From an optimization exercise on the open Yosys and OpenROAD flow, aimed at small area; shortcuts taken in it are not production practice. The RTL was checked by simulation tests, not by an equivalence proof against the original design. Power and IR drop assume default switching activity.

## flow/flow/run.sh

```bash
#!/bin/bash
# The standard layout (standard.sh: standard synthesis, floorplan, place, CTS, route),
# with changes passed to ORFS through its own variables:
#  - CTS without dummy loads, with clkbuf_4 leaf buffers and small sink clusters;
#  - port buffers made with buf_1 instead of the default delay buffer;
#  - after global routing, non-critical cells are downsized (RECOVER_POWER).
# make's full output goes to flow_make.log; ORFS keeps each step's log under orfs/logs/.
set -euo pipefail
export CTS_ARGS="-sink_clustering_enable -repair_clock_nets -dont_use_dummy_load -buf_list sky130_fd_sc_hd__clkbuf_4 -sink_clustering_size 9 -sink_clustering_max_diameter 40"
export BUFFER_PORTS_ARGS="-buffer_cell sky130_fd_sc_hd__buf_1"
export RECOVER_POWER=100
bash standard.sh > flow_make.log 2>&1
```

## flow/standard.sh

```bash
#!/bin/bash
# synth_recipe.tcl (not shown) runs the flow's synth.tcl, then flattens the netlist and writes it again
# the make line also repeats each setting of config.mk as NAME=value (left out here)
make -C /OpenROAD-flow-scripts/flow DESIGN_CONFIG=/design/flow/config.mk WORK_HOME=/design/flow/orfs CLKGATE_MAP_FILE= SYNTH_SCRIPT=/design/flow/synth_recipe.tcl "${@:-finish}"
```

## flow/config.mk

```make
export PLATFORM = sky130hd
export DESIGN_NAME = regfile_scoreboard
export DESIGN_NICKNAME = regfile_scoreboard
export VERILOG_FILES = /design/flow/design.v
export SDC_FILE = /design/flow/constraint.sdc
export NUM_CORES = 4
export LEC_CHECK = 0
export CAP_MARGIN = 20
export CORE_MARGIN = 2
export CORE_UTILIZATION = 40
export SETUP_SLACK_MARGIN = 0.2
export SLEW_MARGIN = 20
```

## flow/constraint.sdc

```tcl
create_clock -name core_clock -period 8.0 [get_ports {clk}]
set_input_delay 1.6000 -clock core_clock [delete_from_list [all_inputs] [get_ports {clk}]]
set_output_delay 1.6000 -clock core_clock [all_outputs]
set_load 0.01 [all_outputs]
```

## flow/design.v

```verilog
package regfile_pkg;
    localparam int RF_DATA_W   = 32;
    localparam int RF_ADDR_W   = 5;
    localparam int RF_ZERO_IDX = 0;
endpackage
module reg_scoreboard
#(
    parameter int ADDR_W   = regfile_pkg::RF_ADDR_W,
    parameter int ZERO_REG = 1
) (
    input  logic              clk,
    input  logic              rst,
    input  logic [ADDR_W-1:0] raddr0,
    input  logic [ADDR_W-1:0] raddr1,
    output logic              busy0,
    output logic              busy1,
    input  logic [ADDR_W-1:0] waddr,
    input  logic              wren,
    input  logic [ADDR_W-1:0] ldaddr,
    input  logic              ldwren,
    input  logic [ADDR_W-1:0] iss_addr,
    input  logic              iss_valid,
    output logic [ADDR_W:0]   pend_cnt
);
    localparam int   DEPTH = 1 << ADDR_W;
    localparam logic ZR    = (ZERO_REG != 0);
    localparam logic [ADDR_W-1:0] ZIDX = ADDR_W'(regfile_pkg::RF_ZERO_IDX);
    logic [DEPTH-1:0] r_busy;
    logic [DEPTH-1:0] w_busy_nxt;
    logic [ADDR_W:0]  r_cnt;
    logic [ADDR_W:0]  w_cnt_nxt;
    logic             w_set;
    logic             w_clr_a;
    logic             w_clr_b;
    logic             w_inc;
    logic             w_dec_a;
    logic             w_dec_b;
    always_comb begin
        w_set   = iss_valid && !(ZR && (iss_addr == ZIDX));
        w_clr_a = wren      && !(ZR && (waddr    == ZIDX));
        w_clr_b = ldwren    && !(ZR && (ldaddr   == ZIDX));
    end
    always_comb begin
        w_busy_nxt = r_busy;
        for (int i = 0; i < DEPTH; i++) begin
            if (w_set && (iss_addr == ADDR_W'(i))) begin
                w_busy_nxt[i] = 1'b1;
            end else if ((w_clr_a && (waddr == ADDR_W'(i))) ||
                         (w_clr_b && (ldaddr == ADDR_W'(i)))) begin
                w_busy_nxt[i] = 1'b0;
            end else begin
                w_busy_nxt[i] = r_busy[i];
            end
        end
    end
    always_comb begin
        w_inc   = w_set && !r_busy[iss_addr];
        w_dec_a = w_clr_a && r_busy[waddr] && !(w_set && (iss_addr == waddr));
        w_dec_b = w_clr_b && r_busy[ldaddr] && !(w_set && (iss_addr == ldaddr))
                  && !(w_clr_a && (waddr == ldaddr));
        w_cnt_nxt = r_cnt + {{ADDR_W{1'b0}}, w_inc}
                          - {{ADDR_W{1'b0}}, w_dec_a}
                          - {{ADDR_W{1'b0}}, w_dec_b};
    end
    always_ff @(posedge clk) begin
        if (rst) begin
            r_busy <= {DEPTH{1'b0}};
            r_cnt  <= {(ADDR_W+1){1'b0}};
        end else begin
            r_busy <= w_busy_nxt;
            r_cnt  <= w_cnt_nxt;
        end
    end
    always_comb begin
        busy0 = r_busy[raddr0] && !(ldwren && (ldaddr == raddr0));
        busy1 = r_busy[raddr1] && !(ldwren && (ldaddr == raddr1));
    end
    assign pend_cnt = r_cnt;
endmodule
module regfile_scoreboard
#(
    parameter int DATA_W   = regfile_pkg::RF_DATA_W,
    parameter int ADDR_W   = regfile_pkg::RF_ADDR_W,
    parameter int ZERO_REG = 1
) (
    input  logic              clk,
    input  logic              rst,
    input  logic [ADDR_W-1:0] raddr0,
    input  logic [ADDR_W-1:0] raddr1,
    output logic [DATA_W-1:0] rdata0,
    output logic [DATA_W-1:0] rdata1,
    output logic              busy0,
    output logic              busy1,
    input  logic [ADDR_W-1:0] waddr,
    input  logic [DATA_W-1:0] wdata,
    input  logic              wren,
    input  logic [ADDR_W-1:0] ldaddr,
    input  logic [DATA_W-1:0] lddata,
    input  logic              ldwren,
    input  logic [ADDR_W-1:0] iss_addr,
    input  logic              iss_valid,
    output logic [ADDR_W:0]   pend_cnt
);
    localparam int   DEPTH = 1 << ADDR_W;
    localparam logic ZR    = (ZERO_REG != 0);
    localparam logic [ADDR_W-1:0] ZIDX = ADDR_W'(regfile_pkg::RF_ZERO_IDX);
    logic [DATA_W-1:0] r_mem [DEPTH];
    logic              w_wr_a;
    logic              w_wr_b;
    always_comb begin
        w_wr_a = wren   && !(ZR && (waddr  == ZIDX));
        w_wr_b = ldwren && !(ZR && (ldaddr == ZIDX));
    end
    always_ff @(posedge clk) begin
        if (rst) begin
            for (int i = (ZR ? 1 : 0); i < DEPTH; i++) begin
                r_mem[i] <= {DATA_W{1'b0}};
            end
        end else begin
            if (w_wr_b) begin
                r_mem[ldaddr] <= lddata;
            end
            if (w_wr_a) begin
                r_mem[waddr] <= wdata;
            end
        end
    end
    always_comb begin
        if (ZR && (raddr0 == ZIDX)) begin
            rdata0 = {DATA_W{1'b0}};
        end else if (wren && (waddr == raddr0)) begin
            rdata0 = wdata;
        end else if (ldwren && (ldaddr == raddr0)) begin
            rdata0 = lddata;
        end else begin
            rdata0 = r_mem[raddr0];
        end
    end
    always_comb begin
        if (ZR && (raddr1 == ZIDX)) begin
            rdata1 = {DATA_W{1'b0}};
        end else if (wren && (waddr == raddr1)) begin
            rdata1 = wdata;
        end else if (ldwren && (ldaddr == raddr1)) begin
            rdata1 = lddata;
        end else begin
            rdata1 = r_mem[raddr1];
        end
    end
    reg_scoreboard #(
        .ADDR_W   (ADDR_W),
        .ZERO_REG (ZERO_REG)
    ) u_sb (
        .clk       (clk),
        .rst       (rst),
        .raddr0    (raddr0),
        .raddr1    (raddr1),
        .busy0     (busy0),
        .busy1     (busy1),
        .waddr     (waddr),
        .wren      (wren),
        .ldaddr    (ldaddr),
        .ldwren    (ldwren),
        .iss_addr  (iss_addr),
        .iss_valid (iss_valid),
        .pend_cnt  (pend_cnt)
    );
endmodule
```

==> results of run 1 <==
per-stage QoR:
step                      instances  hold WS, ns
after detailed placement       6251        0.505
after CTS                      6424        0.520
final                          6440        0.518
after global routing           6430        0.552
after floorplan                4495        0.468
after global placement         6251        0.497
cells by family (layout without fill, tap and decap cells):
family          after synthesis  in the layout
other cells                   1             47
fa+ha+maj                     8              8
compound gates             1394           1394
flops                      1062           1062
xor+xnor                     39             39
simple gates                484            484
buf+inv                     771            643
mux                         705            705
state kept, by name, indices dropped and copies added, names as in the netlist:
| signal | cells |
|---|---|
| u_sb.r_cnt | 6 |
| u_sb.r_busy | 32 |
| r_mem | 1024 |
critical path: cells and delay by family:
kind / cells / cell delay, ns
compound gates: 2 / 1.00
simple gates: 2 / 1.87
xor+xnor: 1 / 0.16
buf+inv: 4 / 1.29
cell usage after synthesis, drive strengths merged (4+ instances only):
cell type	n	area, µm²
xnor2	25	219
mux2	11	124
nand2b	15	93.8
nand3b	5	37.5
a2111oi	37	324
o22ai	19	119
mux2i	136	1360
edfxtp	1024	30700
a311o	4	40.0
a21o	9	67.6
nand4	9	56.3
ha	6	75.1
o221ai	9	78.8
inv	43	164
xor2	14	123
dfxtp	38	761
a21oi	37	185
a22o	1008	8830
and2	5	31.3
nor3	52	260
nor4	16	106
a221o	23	230
o211ai	19	143
o32ai	12	105
a221oi	21	196
buf	211	1190
mux4	558	12600
or2	11	68.8
a32oi	5	43.8
a22oi	51	383
o21ai	74	370
a31oi	13	81.3
nor2b	40	250
nand2	126	473
nand3	24	120
a211oi	41	308
clkbuf	516	1940
or3	28	175
nor2	144	543
metal layers:
layer,track usage,vias up,part of all wire
li1,-,18400,-
met1,0.433,25100,0.34
met2,0.496,5139,0.42
met3,0.133,1206,0.16
met4,0.232,20,0.080
met5,0,-,0.00048
worst min-delay path by stage:
stage,startpoint,to
after floorplan,u_sb.r_busy[12],u_sb.r_busy[12]
after global placement,u_sb.r_busy[16],u_sb.r_busy[16]
after detailed placement,u_sb.r_busy[23],u_sb.r_busy[23]
after CTS,u_sb.r_busy[16],u_sb.r_busy[16]
after global routing,u_sb.r_busy[1],u_sb.r_busy[1]
final,u_sb.r_busy[16],u_sb.r_busy[16]
cell type report:
cell class | instances | share of cell area
multi-input combinational | 2662 | 0.431
timing repair buffer | 426 | 0.0368
tap | 2058 | 0.0385
antenna | 15 | 0.000561
sequential | 1062 | 0.471
clock buffer | 173 | 0.0194
inverter | 44 | 0.00253
power groups by stage:
stage                     clock network, mW  logic, mW  registers (mW)
after floorplan                           0       1.33            6.66
after global placement                    0       2.12            6.71
after detailed placement                  0       2.12            6.73
after CTS                              2.97       2.13            6.60
after global routing                   3.15       2.22            6.66
final                                  2.97       2.19            6.63
==> summary.txt, run 1 <==
Status -> complete, but fails checks
Blocking Checks -> capacitance limit, slew limit
Vias post-DR -> 49800
Num CTS Buffers -> 173
Full die area -> 161000 µm²
R2R cell count -> 13
Setup violations, final -> 0
Startpoint of the worst setup timing path -> ldaddr[0]
Clock Tree Buf Depth -> 3
Worst-Skew Late Latency -> 1.23 ns
Critical path endpoint -> rdata1[31]
First-pass GRT wire length -> 388 mm
Number of routed nets with antenna violations -> 0
Layout area overhead -> 5.77%
Post-CTS Repair Setup Buffers -> 0
Post-synthesis cell count -> 4464
Synth Register Bits -> 1062
Multi-input logic area -> 28800 µm²
Vias per inst -> 7.74
Ports -> 166
I/O Buffers -> 165
Slew @ Worst Pin -> 4.21 ns
Root Buffer -> clkbuf_4
Worst Setup Slack, final -> 0.462 ns
Tcrit/Tclk final -> 0.942
Post-Synth Adder-Cell Area -> 0.00182
H-tree depth -> 4
Power Total -> 11.8 mW
Share of total power in the clock network -> 0.252
DP Worst Slack -> 1.36 ns
CTS tree -> yes
Largest net degree at the start of global routing -> 76
Register Area -> 31500 µm²
Min cycle time layout -> 7.54 ns
Die height -> 402 µm
WHS Path Cells -> 2
Routed WL -> 286 mm
DP HPWL -> 167 mm
Vias in the first global route -> 47700
Synth Cell Area -> 63200 µm²
R2R Setup Slk -> 4.09 ns
Critical path class -> input pin to output pin
Critical path arrival -> 5.94 ns
Yosys Warn Count -> 2
Final-report hold violation count -> 0
Peak supply drop -> 117 µV
Synth Flop Type -> edfxtp_1
Initial antenna violation count -> 19
Reg2reg start -> u_sb.r_busy[15]
Worst slew margin -> -1.81
Nets@finish -> 4471
RSZ-0062 raised after global routing -> false
Die width -> 402 µm
Final core occ -> 0.427
P_leak -> 21.7 nW
Initial Util -> 0.404
Clk sinks -> 1062
Share of the synthesized area in compound gates (AO/OA/AOI/OAI) -> 0.184
Req. time, crit path -> 6.40 ns
Fill cells -> 14200
Max-cap violations -> 117
Largest family of logic cells by synthesized area -> multiplexers
Mux cell area share after synthesis -> 0.222
Post-CTS sizing -> 0
Critical R2R Capture -> u_sb.r_cnt[5]
Core area -> 157000 µm²
Pwr dens -> 176 nW/µm²
Async set-reset flop share out of synthesis -> 0
Worst-path clk slew -> 0.09 ns
FP Rows -> 145
Critical Path Source Type -> input pin
Number of synthesized flops with an enable pin -> 1024
Most frequent CP cell -> buf_1
Crit path cell chain -> buf_1 > buf_4 > xnor2_1 > nand4_1 > nor2_1 > clkbuf_1 > a211oi_1 > o21ai_0 > buf_1
Synth Area in XOR/XNOR -> 0.00540
Gpl congestion -> 0.974
Post-Synth Simple-Gate Area -> 0.0361
Placed Area -> 66100 µm²
Hold_buf cts -> 0
TritonRoute pass-1 iters -> 6
Commonest cells after routing, fill and taps aside -> edfxtp_1, a22o_1, mux4_2
Worst min path class -> flip-flop to flip-flop
Net switching power -> 3.56 mW
Final slew viol count -> 2965
Post-route cell area -> 66900 µm²
Iter 0 DRT Violations -> 9353
Fmax -> 133 MHz
Syn_area_per_cell -> 14.2 µm²
Gr ovfl total -> 0
Flop pwr share -> 0.562
Comb pwr share -> 0.185
Sequential area share after synthesis -> 0.499
Final TNS setup -> 0 ns
Switching Fraction -> 0.302
Critical Path Max Stage Delay -> 1.42 ns
DRC violations left -> 0
CP Max Fanout -> 22
Most common cell after layout, fill and taps aside -> edfxtp_1
Clock Skew -> 0.0767 ns
Share of layout cells above drive strength 1 -> 0.227
Synth cell types -> 69
Wire per inst -> 44.4 µm
Global Route Usage Sum -> 0.346
Internal power -> 8.23 mW
Slowest CP cell -> nor2_1
CP endpoint kind -> output pin
==> inputs of run 2 (changes only) <==
--- a/flow/design.v
+++ b/flow/design.v
@@ -113,7 +113,7 @@
     end
     always_ff @(posedge clk) begin
         if (rst) begin
-            for (int i = (ZR ? 1 : 0); i < DEPTH; i++) begin
+            for (int i = 0; i < DEPTH; i++) begin
                 r_mem[i] <= {DATA_W{1'b0}};
             end
         end else begin
==> flow/run.sh (new file) <==
#!/bin/bash
# synth_recipe.tcl (not shown) runs the flow's synth.tcl, then flattens the netlist and writes it again
# the make line also repeats each setting of config.mk as NAME=value (left out here)
make -C /OpenROAD-flow-scripts/flow DESIGN_CONFIG=/design/flow/config.mk WORK_HOME=/design/flow/orfs CLKGATE_MAP_FILE= SYNTH_SCRIPT=/design/flow/synth_recipe.tcl finish
removed: flow/flow/run.sh
removed: flow/standard.sh
==> run 2 against run 1 <==
Total power grew 24%. Routed wire length grew 3.9%. Register-to-register slack is essentially flat. Clock-buffer cell count shrank 34. Utilization grew 2.7 points. Now clean on timing, DRC and antenna. Cell area grew 6.3%. Highest routed layer unchanged. Via count grew 1.0%. Final cell count grew 0.31%. Sequential power is essentially flat. Non-clock buffer count grew 3.
==> summary.txt, run 2 <==
Net switching power -> 4.02 mW (+13%)
Root Buffer -> clkbuf_16
Most common cell after layout, fill and taps aside -> edfxtp_1
Synth top area share -> 0.488 (+0.00125)
DRC violations left -> 0 (unchanged)
Post-synthesis cell count -> 4416 (-1.1%)
Async set-reset flop share out of synthesis -> 0 (unchanged)
Post-CTS Repair Setup Buffers -> 0 (unchanged)
Yosys Warn Count -> 2 (unchanged)
Req. time, crit path -> 6.40 ns (about the same)
DP HPWL -> 172 mm (+3.2%)
Status -> complete, no violations
Die height -> 401 µm (-0.13%)
Slew @ Worst Pin -> 1.30 ns (-2.91 ns)
Nets@finish -> 4399 (-1.6%)
Top-count cell post-synth -> edfxtp_1
Switching Fraction -> 0.276 (-0.0255)
Worst-path clk slew -> 0.06 ns (-0.03 ns)
Critical path arrival -> 5.90 ns (-0.04 ns)
DR WL met3 -> 51.3 mm (+12%)
Comb pwr share -> 0.162 (-0.023)
CP Depth -> 10 (+1)
Fmax -> 133 MHz (+0.45%)
Placed insts -> 6233 (-0.29%)
WHS Path Cells -> 2 (unchanged)
Final TNS setup -> 0 ns (unchanged)
Critical Path Source Type -> input pin
Finished Layout Cells -> 6460 (+0.31%)
Post-route cell area -> 71100 µm² (+6.3%)
Wire length on met2 -> 121 mm (about the same)
Hold Startpoint -> u_sb.r_busy[2]
Flop pwr share -> 0.455 (-0.107)
Max FFs per register -> 1024 (unchanged)
Synth cell types -> 62 (-10%)
RSZ-0062 raised after global routing -> false
Layout area overhead -> 12.7%
Clock Skew -> 0.0178 ns (-0.0589 ns)
CTS tree -> yes
Final core occ -> 0.454 (+0.0273)
Commonest cells post-synth -> edfxtp_1, a22o_1, mux4_2
Post-CTS sizing -> 0 (unchanged)
I/O Buffers -> 165 (unchanged)
Vias post-DR -> 50400 (+1.0%)
Clock Tree Buf Depth -> 3 (unchanged)
P_leak -> 23.7 nW (+8.9%)
Final slew viol count -> 0 (-100%)
CP Max Fanout -> 41 (+86%)
Largest net degree at the start of global routing -> 93 (+22%)
Number of routed nets with antenna violations -> 0 (unchanged)
Top routing layer in use -> met5
Min cycle time layout -> 7.50 ns (-0.0335 ns)
DRT met1 WL -> 101 mm (+5.1%)
Full die area -> 161000 µm² (-0.25%)
Peak supply drop -> 180 µV (+54%)
TritonRoute pass-1 iters -> 9 (+3)
H-tree depth -> 3 (-1)
CP endpoint kind -> output pin
WP buf/inv -> 4 (unchanged)
Internal power -> 10.5 mW (+28%)
Worst slew margin -> 0.131 (+1.94)
Vias in the first global route -> 47900 (+0.51%)
First-pass GRT wire length -> 402 mm (+3.6%)
Global Route Usage Sum -> 0.361 (+0.0143)
Hold_buf cts -> 0 (unchanged)
Initial antenna violation count -> 24 (+5)
Iter 0 DRT Violations -> 10500 (+12%)
Synth area leader -> edfxtp_1
R2R Setup Slk -> 4.10 ns (about the same)
Share of total power in the clock network -> 0.383 (+0.131)
R2R cell count -> 13 (unchanged)
CP delay by family, top -> compound AO/OA/AOI/OAI gates
Number of synthesized flops with an enable pin -> 1024 (unchanged)
Share of layout cells above drive strength 1 -> 0.261 (+0.0334)
Initial Util -> 0.403 (-0.000564)
Top Registers -> r_mem (1024), u_sb.r_busy (32), u_sb.r_cnt (6)
Commonest cells after routing, fill and taps aside -> edfxtp_1, a22o_1, mux4_2
Placed Area -> 67100 µm² (+1.5%)
Crit path cell chain -> buf_6 > nor2b_2 > buf_4 > a22oi_1 > a21oi_1 > a211o_1 > o21ai_0 > o21ai_0 > buf_4 > clkdlybuf4s50_1
Pwr dens -> 205 nW/µm² (+16%)
Reg2reg start -> u_sb.r_busy[11]
Syn_area_per_cell -> 14.3 µm² (+0.83%)
Routed WL -> 297 mm (+3.9%)
Final-report hold violation count -> 0 (unchanged)
Ranking of synthesized cells by area -> edfxtp_1, mux4_2, a22o_1, clkbuf_1, mux2i_1
Clk sinks -> 1062 (unchanged)
Synth Cell Area -> 63000 µm² (-0.26%)
Critical R2R Capture -> u_sb.r_cnt[5]
Synth Register Bits -> 1062 (unchanged)
Core area -> 156000 µm² (-0.12%)
Ports -> 166 (unchanged)
Critical Path Max Stage Delay -> 1.04 ns (-0.38 ns)
Setup violations, final -> 0 (unchanged)
Gr ovfl total -> 0 (unchanged)
FP Rows -> 145 (unchanged)
Die width -> 401 µm (-0.13%)
Num CTS Buffers -> 115 (-34%)
Slowest CP cell -> nor2b_2
Sequential area share after synthesis -> 0.500 (+0.00128)
Vias per inst -> 7.80 (+0.74%)
Wire per inst -> 46.0 µm (+3.5%)
Gpl congestion -> 0.952 (-2.3%)
Max-cap violations -> 0 (-100%)
Synth Flop Type -> edfxtp_1
Reg with most FFs -> r_mem
Critical path class -> input pin to output pin
Worst-Skew Late Latency -> 0.76 ns (-0.47 ns)
Worst min path class -> flip-flop to flip-flop
Hold EP -> u_sb.r_busy[2]
Tcrit/Tclk final -> 0.938 (-0.00419)
-- run 2: routing by layer --
metal,global-route usage,vias to the layer above
li1,-,18200
met5,0.0152,-
met4,0.237,30
met3,0.163,1233
met2,0.493,5232
met1,0.457,25600
-- run 2: metrics by stage --
step	hold WS [ns]	worst slack, ns	total power, mW
after floorplan	0.468	2.73	7.99
after global placement	0.493	0.783	8.96
after detailed placement	0.506	0.744	8.99
after CTS	0.515	0.733	14.4
after global routing	0.554	0.429	14.8
final	0.520	0.496	14.6
-- run 2: worst register-to-register path, stage by stage (launching register included) --
cell and delay (ns):
dfxtp_1 0.36, mux4_2 0.51, mux4_2 0.49, mux2i_1 0.14, nor4_1 0.11, fa_1 0.57, ha_1 0.34, inv_1 0.04
ha_1 0.21, fa_1 0.44, a21o_1 0.20, a21oi_1 0.17, xnor2_1 0.14, nor2_1 0.05
-- run 2: kinds of logic (layout without fill, tap and decap cells) --
family	Yosys count	count (layout)	synth area share
AOI/OAI and AO/OA	1383	1383	0.181
DFF	1062	1062	0.500
buffers and inverters	735	678	0.0492
muxes	731	731	0.228
and+or+nand+nor	457	457	0.0355
xor gates and xnor gates	39	39	0.00542
adders and majority gates	8	8	0.00183
other	1	44	0.0000595
-- run 2: final cells by class --
class / count / area [µm²]
inverter: 39 / 146
clock buffer: 139 / 3070
tap: 2058 / 2570
fill: 13700 / 85300
timing repair buffer: 429 / 3920
sequential: 1062 / 31500
antenna: 12 / 30.0
multi-input combinational: 2650 / 29100
clock inverter: 71 / 738
-- run 2: worst max path at each step --
| stage | from | end | slack (ns) |
|---|---|---|---|
| floorplan | iss_addr[0] | u_sb.r_cnt[5] | 2.73 |
| global placement | ldaddr[0] | rdata1[25] | 0.78 |
| CTS | ldaddr[0] | rdata1[25] | 0.73 |
| detailed placement | ldaddr[0] | rdata1[25] | 0.74 |
| finish | raddr1[2] | rdata1[25] | 0.50 |
| global route | ldaddr[0] | rdata1[25] | 0.43 |
-- run 2: power by group through the flow --
stage | Combinational, mW | Clock, mW | Sequential, mW
after floorplan | 1.33 | 0 | 6.66
after global placement | 2.26 | 0 | 6.71
after detailed placement | 2.26 | 0 | 6.73
after CTS | 2.27 | 5.54 | 6.61
after global routing | 2.38 | 5.73 | 6.65
final | 2.37 | 5.57 | 6.63
==> inputs of run 3 (changes only) <==
--- a/flow/config.mk
+++ b/flow/config.mk
@@ -8,5 +8,8 @@
 export CAP_MARGIN = 20
 export CORE_MARGIN = 2
 export CORE_UTILIZATION = 40
+export CTS_BUF_LIST = sky130_fd_sc_hd__clkbuf_4
+export CTS_CLUSTER_DIAMETER = 40
+export CTS_CLUSTER_SIZE = 9
 export SETUP_SLACK_MARGIN = 0.2
 export SLEW_MARGIN = 20
==> run 3 against run 2 <==
Die area stayed put. Non-clock buffer count stayed put. Register-to-register slack better by 0.07 ns. Critical path type unchanged. Sequential cell count stayed put. Area after synthesis stayed put. Sequential power hardly changed. Largest cell class unchanged. Final cell count is 1.4% higher. Critical endpoint unchanged. Sequential share of layout area is 0.84 points higher.
==> summary.txt, run 3 <==
Min cycle time layout -> 7.53 ns (+0.0307 ns)
Final slew viol count -> 0 (unchanged)
CP delay by family, top -> compound AO/OA/AOI/OAI gates
I/O Buffers -> 165 (unchanged)
Reg with most FFs -> r_mem
Clock Tree Buf Depth -> 3 (unchanged)
Worst min path class -> flip-flop to flip-flop
Synth Register Bits -> 1062 (unchanged)
Wire per inst -> 45.6 µm (-0.88%)
Post-Synth Adder-Cell Area -> 0.00183 (unchanged)
Syn_area_per_cell -> 14.3 µm² (unchanged)
Req. time, crit path -> 6.40 ns (about the same)
Worst-path clk slew -> 0.06 ns (about the same)
Layout area overhead -> 10.6%
Clk sinks -> 1062 (unchanged)
Status -> complete, no violations
Num CTS Buffers -> 168 (+46%)
Number of synthesized flops with an enable pin -> 1024 (unchanged)
Crit path cell chain -> buf_6 > nor2b_2 > buf_4 > a22oi_1 > a21oi_1 > a211o_1 > o21ai_0 > o21ai_0 > buf_4 > clkdlybuf4s50_1
Setup violations, final -> 0 (unchanged)
Global Route Usage Sum -> 0.362 (+0.00150)
Most common cell after layout, fill and taps aside -> edfxtp_1
Hold_buf cts -> 0 (unchanged)
Final-report hold violation count -> 0 (unchanged)
Root Buffer -> clkbuf_4
Synth area leader -> edfxtp_1
Peak supply drop -> 162 µV (-9.8%)
Synth cell types -> 62 (unchanged)
Gpl congestion -> 0.952 (unchanged)
CP endpoint kind -> output pin
Gr ovfl total -> 0 (unchanged)
Die height -> 401 µm (unchanged)
Yosys Warn Count -> 2 (unchanged)
Critical path class -> input pin to output pin
Fmax -> 133 MHz (-0.41%)
Critical Path Source Type -> input pin
Tcrit/Tclk final -> 0.942 (+0.00383)
Largest net degree at the start of global routing -> 93 (unchanged)
Slew @ Worst Pin -> 1.29 ns (-0.00803 ns)
Commonest cells post-synth -> edfxtp_1, a22o_1, mux4_2
Max FFs per register -> 1024 (unchanged)
Synth top area share -> 0.488 (unchanged)
Post-Synth Simple-Gate Area -> 0.0355 (unchanged)
Post-route cell area -> 69700 µm² (-1.9%)
Vias post-DR -> 51000 (+1.2%)
Ports -> 166 (unchanged)
Top Registers -> r_mem (1024), u_sb.r_busy (32), u_sb.r_cnt (6)
Hold slack -> 0.520 ns (+0.000520 ns)
Initial Util -> 0.403 (unchanged)
Critical path arrival -> 5.93 ns (+0.03 ns)
P_leak -> 23.2 nW (-2.1%)
Vias per inst -> 7.78 (-0.18%)
H-tree depth -> 4 (+1)
TritonRoute pass-1 iters -> 9 (unchanged)
DRC violations left -> 0 (unchanged)
Die width -> 401 µm (unchanged)
CTS tree -> yes
Max-cap violations -> 0 (unchanged)
Placed Area -> 67100 µm² (unchanged)
Largest family of logic cells by synthesized area -> multiplexers
Number of routed nets with antenna violations -> 0 (unchanged)
Worst-Skew Late Latency -> 1.29 ns (+0.53 ns)
Final TNS setup -> 0 ns (unchanged)
Initial antenna violation count -> 23 (-4.2%)
Synth Cell Area -> 63000 µm² (unchanged)
Share of layout cells above drive strength 1 -> 0.275 (+0.0145)
Critical Path Max Stage Delay -> 1.05 ns (about the same)
Mux cell area share after synthesis -> 0.228 (unchanged)
Routed WL -> 298 mm (+0.47%)
Top-count cell post-synth -> edfxtp_1
Slowest CP cell -> nor2b_2
Clock Skew -> 0.106 ns (+0.0881 ns)
Ranking of synthesized cells by area -> edfxtp_1, mux4_2, a22o_1, clkbuf_1, mux2i_1
DP HPWL -> 172 mm (unchanged)
Async set-reset flop share out of synthesis -> 0 (unchanged)
Synth Flop Type -> edfxtp_1
Core area -> 156000 µm² (unchanged)
Iter 0 DRT Violations -> 10300 (-1.7%)
Post-synthesis cell count -> 4416 (unchanged)
WP buf/inv -> 4 (unchanged)
Full die area -> 161000 µm² (unchanged)
Synth Area in XOR/XNOR -> 0.00542 (unchanged)
CP Max Fanout -> 41 (unchanged)
RSZ-0062 raised after global routing -> false
Post-CTS sizing -> 0 (unchanged)
Worst slew margin -> 0.136 (+0.00536)
FP Rows -> 145 (unchanged)
Nets@finish -> 4452 (+1.2%)
Vias in the first global route -> 48200 (+0.62%)
Post-CTS Repair Setup Buffers -> 0 (unchanged)
Commonest cells after routing, fill and taps aside -> edfxtp_1, a22o_1, mux4_2
Sequential area share after synthesis -> 0.500 (unchanged)
First-pass GRT wire length -> 402 mm (+0.17%)
Pwr dens -> 189 nW/µm² (-7.9%)
Share of the synthesized area in compound gates (AO/OA/AOI/OAI) -> 0.181 (unchanged)
==> run 3: cell count changes in the layout (fill, tap and decap cells not counted), sizes merged <==
cell	before	now
bufinv	14	22
clkbuf	140	194
clkinv	53	60
clkinvlp	4	6
diode	12	23
inv	39	45
==> run 3: logic make-up after synthesis <==
| group | Yosys count |
|---|---|
| buffers and inverters | 735 |
| AOI/OAI and AO/OA | 1383 |
| adders and majority gates | 8 |
| muxes | 731 |
| and+or+nand+nor | 457 |
| other | 1 |
| DFF | 1062 |
| xor gates and xnor gates | 39 |
==> run 3: per-stage QoR <==
stage,util,setup slack (ns),cells,power (mW)
finish,0.446,0.465,6548,13.2
global route,0.446,0.433,6540,13.4
CTS,0.445,0.733,6520,13.0
detailed placement,0.429,0.744,6233,8.99
global placement,0.429,0.783,6231,8.96
floorplan,-,2.73,4447,7.99
==> run 3: worst paths after layout <==
kind / start / end / slack (ns) / cells after the start
setup / recovery: raddr1[2] / rdata1[25] / 0.47 / 10
hold / removal: u_sb.r_busy[2] / u_sb.r_busy[2] / 0.52 / 2
setup reg to reg: u_sb.r_busy[11] / u_sb.r_cnt[5] / 4.17 / 13
hold reg to reg: u_sb.r_busy[2] / u_sb.r_busy[2] / 0.52 / 2
==> run 3: cell type report <==
type	count	area, µm²
Fill cell	13900	86700
Inverter	39	146
Tap cell	2058	2570
Timing Repair Buffer	429	3900
Clock buffer	193	1450
Multi-Input combinational cell	2650	29100
Antenna cell	23	57.6
Clock inverter	94	1030
Sequential cell	1062	31500
==> run 3: metal layers <==
metal / share of wire / global-route usage / routed length [µm]
met1: 0.34 / 0.458 / 102000
met2: 0.41 / 0.494 / 123000
met3: 0.17 / 0.162 / 51000
met4: 0.075 / 0.244 / 22400
met5: 0.0027 / 0.0238 / 804
==> run 3: worst register-to-register path: cells and delay by family (launching register included) <==
family	cells	cell delay (ns)
AO/OA/AOI/OAI	2	0.37
XOR/XNOR	1	0.14
adder cells (fa/ha/maj)	4	1.54
buffers and inverters	1	0.04
flip-flops	1	0.37
multiplexers	3	1.13
AND/OR/NAND/NOR	2	0.16
==> run 3: power by group <==
part | switching, mW | total (mW) | internal [mW]
logic | 1.44 | 2.36 | 0.923
registers | 0.177 | 6.62 | 6.44
clock network | 2.28 | 4.18 | 1.90
total | 3.90 | 13.2 | 9.26
==> inputs of run 4 (changes only) <==
==> flow/flow/run.sh (new file) <==
#!/bin/bash
# The standard layout (standard.sh), with two changes passed to ORFS through its variables:
#  - CTS without dummy loads, with clkbuf_4 buffers and small sink clusters;
#  - port buffers made with buf_1 instead of the default delay buffer.
# make's full output goes to flow_make.log; ORFS keeps each step's log under orfs/logs/.
set -euo pipefail
export CTS_ARGS="-sink_clustering_enable -repair_clock_nets -dont_use_dummy_load -buf_list sky130_fd_sc_hd__clkbuf_4 -sink_clustering_size 9 -sink_clustering_max_diameter 40"
export BUFFER_PORTS_ARGS="-buffer_cell sky130_fd_sc_hd__buf_1"
bash standard.sh > flow_make.log 2>&1
==> flow/standard.sh (new file) <==
#!/bin/bash
# synth_recipe.tcl (not shown) runs the flow's synth.tcl, then flattens the netlist and writes it again
# the make line also repeats each setting of config.mk as NAME=value (left out here)
make -C /OpenROAD-flow-scripts/flow DESIGN_CONFIG=/design/flow/config.mk WORK_HOME=/design/flow/orfs CLKGATE_MAP_FILE= SYNTH_SCRIPT=/design/flow/synth_recipe.tcl "${@:-finish}"
--- a/flow/config.mk
+++ b/flow/config.mk
@@ -8,8 +8,5 @@
 export CAP_MARGIN = 20
 export CORE_MARGIN = 2
 export CORE_UTILIZATION = 40
-export CTS_BUF_LIST = sky130_fd_sc_hd__clkbuf_4
-export CTS_CLUSTER_DIAMETER = 40
-export CTS_CLUSTER_SIZE = 9
 export SETUP_SLACK_MARGIN = 0.2
 export SLEW_MARGIN = 20
removed: flow/run.sh
==> run 4 against run 3 <==
Still clean on timing, DRC and antenna. Utilization down 1.6 points. Fmax up 2.7%. Clock-buffer cell count down 32. First-iteration DRC count down 0.60%. Cell area down 3.5%. Area after synthesis unchanged. Setup slack better by 0.20 ns. Highest routed layer unchanged.
==> summary.txt, run 4 <==
Routed WL -> 295 mm (-1.3%)
Share of layout cells above drive strength 1 -> 0.258 (-0.0173)
Ranking of synthesized cells by area -> edfxtp_1, mux4_2, a22o_1, clkbuf_1, mux2i_1
Final slew viol count -> 0 (unchanged)
CP endpoint kind -> output pin
Full die area -> 161000 µm² (unchanged)
Clk sinks -> 1062 (unchanged)
Synth Flop Type -> edfxtp_1
Req. time, crit path -> 6.40 ns (about the same)
Root Buffer -> clkbuf_4
Internal power -> 8.17 mW (-12%)
Min cycle time layout -> 7.34 ns (-0.199 ns)
Final TNS setup -> 0 ns (unchanged)
Synth top area share -> 0.488 (unchanged)
Placed Area -> 66000 µm² (-1.7%)
Commonest cells post-synth -> edfxtp_1, a22o_1, mux4_2
Syn_area_per_cell -> 14.3 µm² (unchanged)
Commonest cells after routing, fill and taps aside -> edfxtp_1, a22o_1, mux4_2
Flop pwr share -> 0.563 (+0.060)
Critical R2R Capture -> u_sb.r_cnt[5]
Grt peak-use layer -> met2
Number of routed nets with antenna violations -> 0 (unchanged)
Post-CTS sizing -> 0 (unchanged)
Net switching power -> 3.58 mW (-8.2%)
RSZ-0062 raised after global routing -> false
Yosys Warn Count -> 2 (unchanged)
Final core occ -> 0.430 (-0.0156)
Critical Path Max Stage Delay -> 0.96 ns (-0.09 ns)
Num CTS Buffers -> 161 (-4.2%)
Register Area -> 31500 µm² (unchanged)
Hold Startpoint -> u_sb.r_busy[2]
Grt met2 use -> 0.492 (-0.00249)
Fmax -> 136 MHz (+2.7%)
Vias post-DR -> 50300 (-1.3%)
Post-route cell area -> 67300 µm² (-3.5%)
Vias in the first global route -> 47900 (-0.69%)
Global Route Usage Sum -> 0.357 (-0.00522)
DP HPWL -> 159 mm (-7.6%)
Iter 0 DRT Violations -> 10200 (-0.60%)
Synth Cell Area -> 63000 µm² (unchanged)
Setup violations, final -> 0 (unchanged)
Worst-Skew Late Latency -> 1.22 ns (-0.07 ns)
I/O Buffers -> 165 (unchanged)
Max-cap violations -> 0 (unchanged)
Number of synthesized flops with an enable pin -> 1024 (unchanged)
Async set-reset flop share out of synthesis -> 0 (unchanged)
R2R cell count -> 13 (unchanged)
Met3 GRT Util -> 0.169 (+0.00742)
Crit path cell chain -> clkbuf_4 > and2_2 > buf_4 > a221oi_1 > a21oi_1 > nor4_1 > buf_4 > a221oi_1 > a21oi_1 > buf_1
Synth Register Bits -> 1062 (unchanged)
Initial antenna violation count -> 20 (-13%)
Share of total power in the clock network -> 0.247 (-0.071)
WHS Path Cells -> 2 (unchanged)
Most common cell after layout, fill and taps aside -> edfxtp_1
P_leak -> 22.0 nW (-5.1%)
Top-count cell post-synth -> edfxtp_1
Ports -> 166 (unchanged)
Worst slew margin -> 0.147 (+0.0108)
Fill cells -> 14000 (+0.62%)
First-pass GRT wire length -> 397 mm (-1.4%)
Max FFs per register -> 1024 (unchanged)
Sequential area share after synthesis -> 0.500 (unchanged)
Die width -> 401 µm (unchanged)
Worst-path clk slew -> 0.06 ns (about the same)
Slowest CP cell -> a221oi_1
Gpl congestion -> 0.921 (-3.3%)
Die height -> 401 µm (unchanged)
Comb pwr share -> 0.191 (+0.011)
Pwr dens -> 175 nW/µm² (-7.4%)
DRC violations left -> 0 (unchanged)
Initial Util -> 0.403 (unchanged)
Status -> complete, no violations
TritonRoute pass-1 iters -> 9 (unchanged)
Largest net degree at the start of global routing -> 99 (+6.5%)
R2R Setup Slk -> 4.09 ns (-0.08 ns)
Top Registers -> r_mem (1024), u_sb.r_busy (32), u_sb.r_cnt (6)
CTS tree -> yes
Core area -> 156000 µm² (unchanged)
Clock Tree Buf Depth -> 3 (unchanged)
Final-report hold violation count -> 0 (unchanged)
Critical path class -> input pin to output pin
Critical Path Source Type -> input pin
H-tree depth -> 4 (unchanged)
FP Rows -> 145 (unchanged)
Met1 Use GR -> 0.440 (-0.0182)
Layout area overhead -> 6.72%
Synth area leader -> edfxtp_1
Vias per inst -> 7.87 (+1.1%)
Reg with most FFs -> r_mem
Gr ovfl total -> 0 (unchanged)
Multi-input logic area -> 29100 µm² (about the same)
CP Max Fanout -> 35 (-15%)
Slew @ Worst Pin -> 1.28 ns (-0.0131 ns)
Nets@finish -> 4424 (-0.63%)
Synth cell types -> 62 (unchanged)
CP delay by family, top -> buffers and inverters
Worst min path class -> flip-flop to flip-flop
Reg2reg start -> u_sb.r_busy[27]
Peak supply drop -> 133 µV (-18%)
Hold EP -> u_sb.r_busy[2]
Tcrit/Tclk final -> 0.917 (-0.0249)
Switching Fraction -> 0.305 (+0.00822)
Critical path arrival -> 5.74 ns (-0.19 ns)
Wire per inst -> 46.1 µm (+1.2%)
Hold_buf cts -> 0 (unchanged)
Post-synthesis cell count -> 4416 (unchanged)
Hold slack -> 0.516 ns (-0.00480 ns)
WP buf/inv -> 4 (unchanged)
Post-CTS Repair Setup Buffers -> 0 (unchanged)
Clock Skew -> 0.0321 ns (-0.0738 ns)
run 4: changes by cell type in the layout (fill, tap and decap cells not counted), sizes merged:
| cell | change |
|---|---|
| clkinv | -59 |
| clkbuf | -18 |
| diode | -9 |
| clkdlybuf4s50 | -152 |
| buf | +117 |
| bufinv | -22 |
| clkinvlp | -6 |
| inv | -7 |
run 4: power by group through the flow:
stage / sequential [mW] / clock (mW) / combinational [mW]
2_1_floorplan: 6.66 / 0 / 1.33
3_3_place_gp: 6.70 / 0 / 2.13
3_5_place_dp: 6.73 / 0 / 2.14
4_1_cts: 6.60 / 2.88 / 2.14
5_1_grt: 6.64 / 3.06 / 2.26
6_report: 6.61 / 2.90 / 2.24
run 4: worst min-delay path, delay by kind of cell, from the launching register on:
kind | cells | cell delay, ns
AO/OA/AOI/OAI | 1 | 0.05
flip-flops | 1 | 0.35
buffers and inverters | 1 | 0.07
run 4: logic make-up after synthesis:
logic type	after synthesis	synth area share
simple gates	457	0.0355
fa+ha+maj	8	0.00183
other cells	1	0.0000595
flops	1062	0.500
mux	731	0.228
buf+inv	735	0.0492
compound gates	1383	0.181
xor+xnor	39	0.00542
run 4: layout make-up:
type	instances	share of cell area
diodes	14	0.000521
clock buffers	161	0.0180
inverters	39	0.00218
multi-input cells	2650	0.432
flip-flops and latches	1062	0.468
well taps	2058	0.0383
repair buffers	408	0.0407
run 4: how the worst max path moves through the flow:
| stage | depth (start not counted) | endpoint | from | slack, ns |
|---|---|---|---|---|
| after floorplan | 14 | u_sb.r_cnt[5] | iss_addr[0] | 2.73 |
| final | 10 | rdata0[1] | raddr0[1] | 0.66 |
| after CTS | 10 | rdata0[1] | raddr0[1] | 1.04 |
| after global routing | 10 | rdata0[8] | raddr0[0] | 0.82 |
| after detailed placement | 10 | rdata0[1] | raddr0[1] | 1.05 |
| after global placement | 9 | rdata0[1] | raddr0[1] | 0.89 |
run 4: stage by stage:
stage | power [mW] | setup WS [ns] | std cells
2_1_floorplan | 7.99 | 2.73 | 4447
3_3_place_gp | 8.83 | 0.889 | 6212
3_5_place_dp | 8.87 | 1.05 | 6214
4_1_cts | 11.6 | 1.04 | 6375
5_1_grt | 12.0 | 0.824 | 6384
6_report | 11.8 | 0.664 | 6392
run 4: per-layer routing:
layer,routed length (µm),vias to the layer above
li1,-,18200
met1,98100,25300
met2,121000,5393
met3,51400,1375
met4,24100,22
met5,373,-

static timing again, ports no longer ideal:
How much do the figures lean on ideal ports? The routed layouts below were timed once more, with nothing changed but the port constraints. Step 1, drivers: a clkbuf_16 drives clk and a buf_2 each remaining input, both assumed. Step 2 also shifts input and output timing later by t, the mid clock arrival at the registers, as if the neighbouring blocks saw the same clock. Three values: ideal ports, drivers, drivers and shift; two values: the first two.
run | shift t [ns] | setup WS [ns] | worst setup path at the end | latest minus earliest clock arrival (ns)
run 1 | 1.274 | 0.462 / 0.440 / -0.040 | input to register | 0.172 / 0.173
run 2 | 0.851 | 0.496 / 0.423 / 0.423 | input to output | 0.045 / 0.045
run 3 | 1.315 | 0.465 / 0.395 / 0.395 | input to output | 0.107 / 0.107
run 4 | 1.273 | 0.664 / 0.643 / 0.643 | input to output | 0.119 / 0.118
The setup slack of run 1, which loses most, moves by -0.022 ns with the drivers and by -0.502 ns with both steps.
